This design comes from an exercise in tuning for small area, a short achievable clock period and few clock cycles per item on the open sky130 flow, not from production work.
Function was checked by simulation only, so behaviour that the tests miss may differ from the original.

== job 101 ==
// hilo_unit_top
module hilo_unit_top (
    input  logic               clk,
    input  logic               rst,
    input  logic               op_valid,
    input  hilo_pkg::hilo_op_t op,
    input  hilo_pkg::word_t    rs_value,
    input  hilo_pkg::word_t    rt_value,
    output logic               div_busy,
    output logic               rd_valid,
    output hilo_pkg::word_t    rd_data
);
For scale: ~4900 cells after synthesis, about 39000 um2 of cells after synthesis.
==> flow/config.mk <==
export PLATFORM = sky130hd
export DESIGN_NAME = hilo_unit_top
export DESIGN_NICKNAME = hilo_unit_top
export VERILOG_FILES = /design/flow/design.v
export SDC_FILE = /design/flow/constraint.sdc
export NUM_CORES = 4
export LEC_CHECK = 0
export ABC_CLOCK_PERIOD_IN_PS = 4300
export CAP_MARGIN = 20
export CORE_MARGIN = 2
export CORE_UTILIZATION = 40
export CTS_BUF_LIST = sky130_fd_sc_hd__clkbuf_8
export SETUP_SLACK_MARGIN = 4.5
export SLEW_MARGIN = 20
==> flow/constraint.sdc <==
create_clock -name core_clock -period 9.0 [get_ports {clk}]
set_input_delay 1.8000 -clock core_clock [delete_from_list [all_inputs] [get_ports {clk}]]
set_output_delay 1.8000 -clock core_clock [all_outputs]
set_load 0.01 [all_outputs]
run.sh (not shown) runs the stock make flow with config.mk's settings and CLKGATE_MAP_FILE= SYNTH_SCRIPT=/design/flow/synth_recipe.tcl, a recipe that flattens the netlist after the stock synthesis.
Testbench counts of job 101, summed over its fixed seeds: cycles 6,524, items 4,660.
Input-level comparison between job 102 and job 101:
--- a/flow/design.v
+++ b/flow/design.v
@@ -1127,20 +1127,49 @@
         end
         for (int i = 0; i < 2; i++) begin
             v4[i]         = v3[2*i+1] | v3[2*i];
             n4[4*i +: 4]  = v3[2*i+1] ? {1'b0, n3[6*i+3 +: 3]} : {1'b1, n3[6*i +: 3]};
         end
         v5 = v4[1] | v4[0];
         n5 = v4[1] ? {1'b0, n4[7:4]} : {1'b1, n4[3:0]};
     end
     assign n = v5 ? {1'b0, n5} : 6'd32;
 endmodule
+module sk_add #(
+    parameter int W = 32
+) (
+    input  logic [W-1:0] a,
+    input  logic [W-1:0] b,
+    input  logic         cin,
+    output logic [W-1:0] s
+);
+    localparam int N = W + 1;              
+    localparam int L = $clog2(N);
+    logic [N-1:0] g [L+1];
+    logic [N-1:0] p [L+1];
+    always_comb begin
+        g[0] = {a & b, cin};
+        p[0] = {a ^ b, 1'b0};
+        for (int l = 0; l < L; l++) begin
+            for (int i = 0; i < N; i++) begin
+                if (((i >> l) & 1) == 1) begin
+                    g[l+1][i] = g[l][i] | (p[l][i] & g[l][((i >> l) << l) - 1]);
+                    p[l+1][i] = p[l][i] & p[l][((i >> l) << l) - 1];
+                end else begin
+                    g[l+1][i] = g[l][i];
+                    p[l+1][i] = p[l][i];
+                end
+            end
+        end
+    end
+    assign s = (a ^ b) ^ g[L][W-1:0];
+endmodule
 `timescale 1ns/10ps
 module hilo_unit_top (
     input  logic               clk,
     input  logic               rst,
     input  logic               op_valid,
     input  hilo_pkg::hilo_op_t op,
     input  hilo_pkg::word_t    rs_value,
     input  hilo_pkg::word_t    rt_value,
     output logic               div_busy,
     output logic               rd_valid,
@@ -1267,23 +1296,23 @@
     assign norm   = {32'd0, abs_a} << {skip4, 2'b00};
     assign d3     = {a_q[32], a_q[32], a_q} + {a_q[32], a_q, 1'b0} + {33'd0, cin_q, cin_q};
     assign steps0 = 5'd16 - {skip4, 1'b0};
     logic [35:0] sh2;
     logic [35:0] t1;
     logic [35:0] t2;
     logic [35:0] t3;
     logic [1:0]  qd;
     logic [31:0] rem_nx;
     assign sh2 = {2'b00, s_q[63:32], s_q[31:30]};
-    assign t1  = sh2 + {{3{a_q[32]}}, a_q} + {35'd0, cin_q};
-    assign t2  = sh2 + {{2{a_q[32]}}, a_q, cin_q} + {35'd0, cin_q};
-    assign t3  = sh2 + {b_q[34], b_q[34:0]};
+    sk_add #(.W(36)) u_t1 (.a(sh2), .b({{3{a_q[32]}}, a_q}),        .cin(cin_q), .s(t1));
+    sk_add #(.W(36)) u_t2 (.a(sh2), .b({{2{a_q[32]}}, a_q, cin_q}), .cin(cin_q), .s(t2));
+    sk_add #(.W(36)) u_t3 (.a(sh2), .b({b_q[34], b_q[34:0]}),      .cin(1'b0),  .s(t3));
     always_comb begin
         if (!t3[35]) begin
             qd     = 2'd3;
             rem_nx = t3[31:0];
         end else if (!t2[35]) begin
             qd     = 2'd2;
             rem_nx = t2[31:0];
         end else if (!t1[35]) begin
             qd     = 2'd1;
             rem_nx = t1[31:0];
@@ -1292,21 +1321,21 @@
             rem_nx = sh2[31:0];
         end
     end
     logic [64:0] wb_x;
     logic [64:0] wb_y;
     logic [64:0] wb_sum;
     logic [31:0] wb_hi;
     logic [31:0] wb_lo;
     assign wb_x   = {s_q[63:32] ^ {32{wbrn_q}}, !wbdiv_q || wbrn_q, s_q[31:0] ^ {32{wbqn_q}}};
     assign wb_y   = {c_q[63:32], wbrn_q, c_q[31:0]};
-    assign wb_sum = wb_x + wb_y + {64'd0, wbqn_q};
+    sk_add #(.W(65)) u_wb (.a(wb_x), .b(wb_y), .cin(wbqn_q), .s(wb_sum));
     assign wb_hi  = wb_sum[64:33];
     assign wb_lo  = wb_sum[31:0];
     logic eng_act;
     logic eng_act_q;             
     assign eng_act = eng_act_q;
     always_ff @(posedge clk) begin
         if (rst) begin
             busy_q  <= 1'b0;
             mul_q   <= 1'b0;
             first_q <= 1'b0;
Findings:
- Delta (job 102 minus job 101): number of distinct library cells after synthesis +about 6.6%; time the worst path needs with I/O delays and setup now sits higher.
- The final reports for job 102 and job 101 show simple logic cell fraction of the synthesized area lower in the former.
- Going from job 101 to job 102, final standard cell count with taps included and fillers excluded -about 5%, met1 track demand over resource in global routing -0.43 points, number of buffers outside the clock class in the layout +31, layout inverter count without the clock tree -about 4.6%.
- Job 101 has a higher setup slack on the worst flop-to-flop path than job 102.
Testbench counts of job 102, summed over its fixed seeds: cycles 6,524, items 4,660.

========
Another version of the RTL of hilo_unit_top (not shown whole).
For scale: ~5,000 cells after synthesis, ~350 flip-flops, ~100 I/O pins.
export LEC_CHECK = 0
export ABC_CLOCK_PERIOD_IN_PS = 4300
export CAP_MARGIN = 20
export CORE_MARGIN = 2
export CORE_UTILIZATION = 40
export SETUP_SLACK_MARGIN = 4.5
export SLEW_MARGIN = 20
create_clock -name core_clock -period 9.0 [get_ports {clk}]
Testbench counts at the start, summed over its fixed seeds: cycles 6,524, items 4,660.
Rerun with:
--- a/flow/design.v
+++ b/flow/design.v
@@ -1128,18 +1128,47 @@
         for (int i = 0; i < 2; i++) begin
             v4[i]         = v3[2*i+1] | v3[2*i];
             n4[4*i +: 4]  = v3[2*i+1] ? {1'b0, n3[6*i+3 +: 3]} : {1'b1, n3[6*i +: 3]};
         end
         v5 = v4[1] | v4[0];
         n5 = v4[1] ? {1'b0, n4[7:4]} : {1'b1, n4[3:0]};
     end
     assign n = v5 ? {1'b0, n5} : 6'd32;
 endmodule
+module sk_add #(
+    parameter int W = 32
+) (
+    input  logic [W-1:0] a,
+    input  logic [W-1:0] b,
+    input  logic         cin,
+    output logic [W-1:0] s
+);
+    localparam int N = W + 1;              
+    localparam int L = $clog2(N);
+    logic [N-1:0] g [L+1];
+    logic [N-1:0] p [L+1];
+    always_comb begin
+        g[0] = {a & b, cin};
+        p[0] = {a ^ b, 1'b0};
+        for (int l = 0; l < L; l++) begin
+            for (int i = 0; i < N; i++) begin
+                if (((i >> l) & 1) == 1) begin
+                    g[l+1][i] = g[l][i] | (p[l][i] & g[l][((i >> l) << l) - 1]);
+                    p[l+1][i] = p[l][i] & p[l][((i >> l) << l) - 1];
+                end else begin
+                    g[l+1][i] = g[l][i];
+                    p[l+1][i] = p[l][i];
+                end
+            end
+        end
+    end
+    assign s = (a ^ b) ^ g[L][W-1:0];
+endmodule
 `timescale 1ns/10ps
 module hilo_unit_top (
     input  logic               clk,
     input  logic               rst,
     input  logic               op_valid,
     input  hilo_pkg::hilo_op_t op,
     input  hilo_pkg::word_t    rs_value,
     input  hilo_pkg::word_t    rt_value,
     output logic               div_busy,
@@ -1268,21 +1297,21 @@
     assign d3     = {a_q[32], a_q[32], a_q} + {a_q[32], a_q, 1'b0} + {33'd0, cin_q, cin_q};
     assign steps0 = 5'd16 - {skip4, 1'b0};
     logic [35:0] sh2;
     logic [35:0] t1;
     logic [35:0] t2;
     logic [35:0] t3;
     logic [1:0]  qd;
     logic [31:0] rem_nx;
     assign sh2 = {2'b00, s_q[63:32], s_q[31:30]};
-    assign t1  = sh2 + {{3{a_q[32]}}, a_q} + {35'd0, cin_q};
-    assign t2  = sh2 + {{2{a_q[32]}}, a_q, cin_q} + {35'd0, cin_q};
-    assign t3  = sh2 + {b_q[34], b_q[34:0]};
+    sk_add #(.W(36)) u_t1 (.a(sh2), .b({{3{a_q[32]}}, a_q}),        .cin(cin_q), .s(t1));
+    sk_add #(.W(36)) u_t2 (.a(sh2), .b({{2{a_q[32]}}, a_q, cin_q}), .cin(cin_q), .s(t2));
+    sk_add #(.W(36)) u_t3 (.a(sh2), .b({b_q[34], b_q[34:0]}),      .cin(1'b0),  .s(t3));
     always_comb begin
         if (!t3[35]) begin
             qd     = 2'd3;
             rem_nx = t3[31:0];
         end else if (!t2[35]) begin
             qd     = 2'd2;
             rem_nx = t2[31:0];
         end else if (!t1[35]) begin
             qd     = 2'd1;
@@ -1293,19 +1322,19 @@
         end
     end
     logic [64:0] wb_x;
     logic [64:0] wb_y;
     logic [64:0] wb_sum;
     logic [31:0] wb_hi;
     logic [31:0] wb_lo;
     assign wb_x   = {s_q[63:32] ^ {32{wbrn_q}}, !wbdiv_q || wbrn_q, s_q[31:0] ^ {32{wbqn_q}}};
     assign wb_y   = {c_q[63:32], wbrn_q, c_q[31:0]};
-    assign wb_sum = wb_x + wb_y + {64'd0, wbqn_q};
+    sk_add #(.W(65)) u_wb (.a(wb_x), .b(wb_y), .cin(wbqn_q), .s(wb_sum));
     assign wb_hi  = wb_sum[64:33];
     assign wb_lo  = wb_sum[31:0];
     logic eng_act;
     logic eng_act_q;             
     assign eng_act = eng_act_q;
     always_ff @(posedge clk) begin
         if (rst) begin
             busy_q  <= 1'b0;
             mul_q   <= 1'b0;
The new run finished with timing, DRC and antenna clean.
Design area came out lower by a few percent.
Via count came out lower by roughly a tenth.
Register-to-register slack gets worse by 0.05 ns.
Clock skew came out lower by 0.023 ns.
Non-clock buffer count came out higher by 75.
Critical path depth came out higher by 8.
Utilization came out higher by 2.0 points.
Clock-buffer cell count came out higher by 4.
Final cell count came out lower by a little under a tenth.
Worst hold slack hardly moves.
Testbench counts after the change, summed over its fixed seeds: cycles 6,524, items 4,660.

========
## before
hilo_unit_top with an RTL version that a note above also has.
For scale: ~350 flip-flops, roughly 100 I/O pins.
Settings: LEC_CHECK=0, ABC_CLOCK_PERIOD_IN_PS=4300, CAP_MARGIN=20, CORE_MARGIN=2, CORE_UTILIZATION=40, SETUP_SLACK_MARGIN=4.5, SLEW_MARGIN=20; clock period 9.0 ns.
before went all the way through synthesis, placement and routing and the layout is clean on timing, DRC and antenna.
Testbench counts of before, summed over its fixed seeds: cycles 6,524, items 4,660.
The following lists how after was set up differently from before:
--- a/flow/design.v
+++ b/flow/design.v
@@ -1131,12 +1131,41 @@
         end
         v5 = v4[1] | v4[0];
         n5 = v4[1] ? {1'b0, n4[7:4]} : {1'b1, n4[3:0]};
     end
     assign n = v5 ? {1'b0, n5} : 6'd32;
 endmodule
+module sk_add #(
+    parameter int W = 32
+) (
+    input  logic [W-1:0] a,
+    input  logic [W-1:0] b,
+    input  logic         cin,
+    output logic [W-1:0] s
+);
+    localparam int N = W + 1;              
+    localparam int L = $clog2(N);
+    logic [N-1:0] g [L+1];
+    logic [N-1:0] p [L+1];
+    always_comb begin
+        g[0] = {a & b, cin};
+        p[0] = {a ^ b, 1'b0};
+        for (int l = 0; l < L; l++) begin
+            for (int i = 0; i < N; i++) begin
+                if (((i >> l) & 1) == 1) begin
+                    g[l+1][i] = g[l][i] | (p[l][i] & g[l][((i >> l) << l) - 1]);
+                    p[l+1][i] = p[l][i] & p[l][((i >> l) << l) - 1];
+                end else begin
+                    g[l+1][i] = g[l][i];
+                    p[l+1][i] = p[l][i];
+                end
+            end
+        end
+    end
+    assign s = (a ^ b) ^ g[L][W-1:0];
+endmodule
 `timescale 1ns/10ps
 module hilo_unit_top (
     input  logic               clk,
     input  logic               rst,
     input  logic               op_valid,
     input  hilo_pkg::hilo_op_t op,
@@ -1271,15 +1300,15 @@
     logic [35:0] t1;
     logic [35:0] t2;
     logic [35:0] t3;
     logic [1:0]  qd;
     logic [31:0] rem_nx;
     assign sh2 = {2'b00, s_q[63:32], s_q[31:30]};
-    assign t1  = sh2 + {{3{a_q[32]}}, a_q} + {35'd0, cin_q};
-    assign t2  = sh2 + {{2{a_q[32]}}, a_q, cin_q} + {35'd0, cin_q};
-    assign t3  = sh2 + {b_q[34], b_q[34:0]};
+    sk_add #(.W(36)) u_t1 (.a(sh2), .b({{3{a_q[32]}}, a_q}),        .cin(cin_q), .s(t1));
+    sk_add #(.W(36)) u_t2 (.a(sh2), .b({{2{a_q[32]}}, a_q, cin_q}), .cin(cin_q), .s(t2));
+    sk_add #(.W(36)) u_t3 (.a(sh2), .b({b_q[34], b_q[34:0]}),      .cin(1'b0),  .s(t3));
     always_comb begin
         if (!t3[35]) begin
             qd     = 2'd3;
             rem_nx = t3[31:0];
         end else if (!t2[35]) begin
             qd     = 2'd2;
@@ -1296,13 +1325,13 @@
     logic [64:0] wb_y;
     logic [64:0] wb_sum;
     logic [31:0] wb_hi;
     logic [31:0] wb_lo;
     assign wb_x   = {s_q[63:32] ^ {32{wbrn_q}}, !wbdiv_q || wbrn_q, s_q[31:0] ^ {32{wbqn_q}}};
     assign wb_y   = {c_q[63:32], wbrn_q, c_q[31:0]};
-    assign wb_sum = wb_x + wb_y + {64'd0, wbqn_q};
+    sk_add #(.W(65)) u_wb (.a(wb_x), .b(wb_y), .cin(wbqn_q), .s(wb_sum));
     assign wb_hi  = wb_sum[64:33];
     assign wb_lo  = wb_sum[31:0];
     logic eng_act;
     logic eng_act_q;             
     assign eng_act = eng_act_q;
     always_ff @(posedge clk) begin
### Flow results
Number of cells in the finished layout apart from fillers in after is 307 lower than in before. In after, height of the die is lower than in before. after against before; number of nets in the synthesized netlist is down by a few percent. In the metrics for before and after, the one carrying the higher total CTS buffers is after. Core occupancy in the finished layout: after higher than before. Of before and after, after shows the lower simple-gate share of the synthesized area, with before above it. before → after: clock latency on the worst-skew pair held, final critical-path setup slack went down 0.077 ns, buffer depth of the longest clock path held, inserted tap cell count went down 2.6%, post-CTS clock slew at the launch and capture registers of the worst setup and hold paths held. after: PASS, flow complete, no timing, DRC or antenna violations.
Testbench counts of after, summed over its fixed seeds: cycles 6,524, items 4,660.

========
== run A ==
Another version of the RTL of hilo_unit_top (not shown whole).
For scale: ~350 flip-flops, about 100 I/O pins, roughly 39000 um^2 of cells after synthesis.
## hilo_unit_top
module hilo_unit_top (
    input  logic               clk,
    input  logic               rst,
    input  logic               op_valid,
    input  hilo_pkg::hilo_op_t op,
    input  hilo_pkg::word_t    rs_value,
    input  hilo_pkg::word_t    rt_value,
    output logic               div_busy,
    output logic               rd_valid,
    output hilo_pkg::word_t    rd_data
);
clock: 9.0 ns
lec_check: 0
abc_clock_period_in_ps: 4300
cap_margin: 20
core_margin: 2
core_utilization: 40
setup_slack_margin: 4.5
slew_margin: 20
Testbench counts of run A, summed over its fixed seeds: cycles 7,086, items 4,660.
Here is what was changed in the inputs of run B compared with run A.
--- a/flow/design.v
+++ b/flow/design.v
@@ -982,15 +982,15 @@
     output logic               rd_valid,
     output hilo_pkg::word_t    rd_data
 );
     logic [31:0] hi_q;
     logic [31:0] lo_q;
     logic [32:0] a_q;            
     logic [34:0] b_q;            
-    logic [12:0] sel_q;          
+    logic [8:0]  dig_q;          
     logic [1:0]  j_q;            
     logic        cin_q;          
     logic        aneg_q;         
     logic        qneg_q;
     logic        rneg_q;
     logic [63:0] s_q;
     logic [63:0] c_q;
@@ -1056,15 +1056,15 @@
             default: top_rt = rt_value[31:24];
         endcase
     end
     assign top_in = swap ? top_rs : top_rt;
     logic [1:0]  j_nx;
     logic [7:0]  dig_nx;
     logic [8:0]  dig_d;
-    logic [12:0] sel_d;
+    logic [12:0] sel;
     logic [63:0] s_mul;
     logic [63:0] c_mul;
     assign j_nx = j_q - 2'd1;
     always_comb begin
         case (j_nx)
             2'd0:    dig_nx = b_q[7:0];
             2'd1:    dig_nx = b_q[15:8];
@@ -1072,20 +1072,20 @@
             default: dig_nx = b_q[31:24];
         endcase
     end
     assign dig_d = !acc_mul ? {1'b0, dig_nx}
                  : op[2]    ? 9'd1                       
                  :            {op_sgn && top_in[7], top_in};
     mul_enc u_enc (
-        .d   (dig_d),
-        .sel (sel_d)
+        .d   (dig_q),
+        .sel (sel)
     );
     mul_pipe u_mul (
         .a     (a_q),
-        .sel   (sel_q),
+        .sel   (sel),
         .s_in  (first_q ? 64'd0 : s_q),
         .c_in  (first_q ? 64'd0 : c_q),
         .s_out (s_mul),
         .c_out (c_mul)
     );
     logic        aneg_in;
     logic        bneg_in;
@@ -1099,15 +1099,15 @@
     logic [4:0]  steps0;         
     assign aneg_in = op_sgn && rs_value[31];
     assign bneg_in = op_sgn && rt_value[31];
     logic [5:0] za_q;
     logic [5:0] nzb_q;           
     div_iter u_clz_a (.x(aneg_in ? ~rs_value : rs_value), .n(za));
     div_iter u_clz_b (.x(bneg_in ? ~rt_value : rt_value), .n(zb));
-    assign skip   = {1'b0, za_q} + {2'd0, nzb_q[4:0]} - {6'd0, aneg_q};
+    assign skip   = {1'b0, za_q} + {2'd0, nzb_q[4:0]};
     assign skip4  = nzb_q[5] ? 4'd0 : (skip >= 7'd32) ? 4'd8 : skip[5:2];
     assign abs_a  = aneg_q ? -b_q[31:0] : b_q[31:0];
     assign norm   = {32'd0, abs_a} << {skip4, 2'b00};
     assign d3     = {a_q[32], a_q[32], a_q} + {a_q[32], a_q, 1'b0} + {33'd0, cin_q, cin_q};
     assign steps0 = 5'd16 - {skip4, 1'b0};
     logic [35:0] sh2;
     logic [35:0] t1;
@@ -1135,18 +1135,17 @@
         end
     end
     logic [64:0] wb_x;
     logic [64:0] wb_y;
     logic [64:0] wb_sum;
     logic [31:0] wb_hi;
     logic [31:0] wb_lo;
-    assign wb_x   = wbdiv_q ? {s_q[63:32] ^ {32{wbrn_q}}, wbrn_q, s_q[31:0] ^ {32{wbqn_q}}}
-                            : {s_q[63:32], 1'b1, s_q[31:0]};
-    assign wb_y   = wbdiv_q ? {32'd0, wbrn_q, 32'd0} : {c_q[63:32], 1'b0, c_q[31:0]};
-    assign wb_sum = wb_x + wb_y + {64'd0, wbdiv_q && wbqn_q};
+    assign wb_x   = {s_q[63:32] ^ {32{wbrn_q}}, !wbdiv_q || wbrn_q, s_q[31:0] ^ {32{wbqn_q}}};
+    assign wb_y   = {c_q[63:32], wbrn_q, c_q[31:0]};
+    assign wb_sum = wb_x + wb_y + {64'd0, wbqn_q};
     assign wb_hi  = wb_sum[64:33];
     assign wb_lo  = wb_sum[31:0];
     logic eng_act;
     logic eng_act_q;             
     assign eng_act = eng_act_q;
     always_ff @(posedge clk) begin
         if (rst) begin
@@ -1212,38 +1211,38 @@
             mvhi_q <= (op == hilo_pkg::op_mthi);
             mvlo_q <= (op == hilo_pkg::op_mtlo);
         end
         if (acc_mul) begin
             a_q   <= {op_sgn && mcand_in[31], mcand_in};
             b_q   <= {3'd0, mplier_in};
             j_q   <= op[2] ? 2'd0 : t_in;
-            sel_q <= sel_d;
+            dig_q <= dig_d;
         end else if (acc_div) begin
             a_q     <= bneg_in ? {1'b1, rt_value} : ~{1'b0, rt_value};
             cin_q   <= !bneg_in;
             b_q     <= {3'd0, rs_value};
             aneg_q  <= aneg_in;
             qneg_q  <= op_sgn && (rs_value[31] ^ rt_value[31]);
             rneg_q  <= aneg_in;
-            za_q    <= za;
+            za_q    <= za - {5'd0, aneg_in};     
             nzb_q   <= {zb[5], ~zb[4:0]};    
         end else if (mul_q) begin
             j_q   <= j_nx;
-            sel_q <= sel_d;
+            dig_q <= dig_d;
         end else if (setup_q) begin
             b_q   <= d3;
         end
         if (setup_q) begin
             s_q <= norm;
         end else if (step_q) begin
             s_q <= {rem_nx, s_q[29:0], qd};
         end else begin
             s_q <= s_mul;
         end
-        c_q <= c_mul;
+        c_q <= mul_q ? c_mul : 64'd0;
         if (setup_q) begin
             cnt_q <= steps0;
         end else if (step_q) begin
             cnt_q <= cnt_q - 5'd1;
         end
     end
     logic [31:0] hi_new;
[summary]
- Between run A and run B, vertical extent of the die decreased.
- Delta (run B minus run A): utilization went up 0.31 points, non-clock buffer area fraction after layout went up 0.25 points.
- Per the comparison of run B with run A, area share of and/or/nand/nor cells after synthesis essentially unchanged, number of fillers in the final layout decreased about 2%, total routed wirelength decreased about 2%.
- The capture point of the worst path comes out rq_hi[2] in one run and sel_q[6] in the other, namely in run B and run A respectively.
Testbench counts of run B, summed over its fixed seeds: cycles 7,086, items 4,660.

==> what the ideal ports hide <==
In the flow no input, the clock included, has a driving cell. The finished layouts below were timed again as built, in two steps.
Step 1 (the two cells are an assumption about what drives the block):
set clk [get_ports {clk}]
set_driving_cell -lib_cell sky130_fd_sc_hd__clkbuf_16 $clk
set_driving_cell -lib_cell sky130_fd_sc_hd__buf_2 [delete_from_list [all_inputs] $clk]
Step 2 moves the port delays by t, midway between the first and last clock arrival at a register: inputs arrive t later, outputs are due t later. That takes back most of the time a late clock gives input paths.
Three values: no drivers, after step 1, after step 2; two values: the first two.
| run | shift t [ns] | setup slack, ns | worst setup path after step 2 | worst data-port slew with drivers (ns) | pins driven straight from the clock port |
|---|---|---|---|---|---|
| job 101 | 0.753 | 4.560 / 4.496 / 3.920 | input to register | 0.08 | 1 |
| job 102 | 0.760 | 4.392 / 4.342 / 3.877 | input to register | 0.07 | 1 |
| the first run of note 2 | 0.728 | 4.490 / 4.431 / 3.920 | input to register | 0.14 | 1 |
| the second run of note 2 | 0.683 | 4.437 / 4.437 / 3.947 | input to register | 0.07 | 1 |
| before | 0.694 | 4.475 / 4.444 / 3.973 | input to register | 0.07 | 1 |
| after | 0.674 | 4.399 / 4.332 / 3.977 | input to register | 0.08 | 1 |
| run A | 0.677 | 4.493 / 4.477 / 3.866 | input to register | 0.04 | 1 |
| run B | 0.661 | 4.497 / 4.545 / 3.884 | input to register | 0.10 | 1 |
After both steps every run listed still meets setup and hold. For job 101, which loses most, drivers alone change the setup slack by -0.064 ns; drivers and shift together by -0.640 ns.
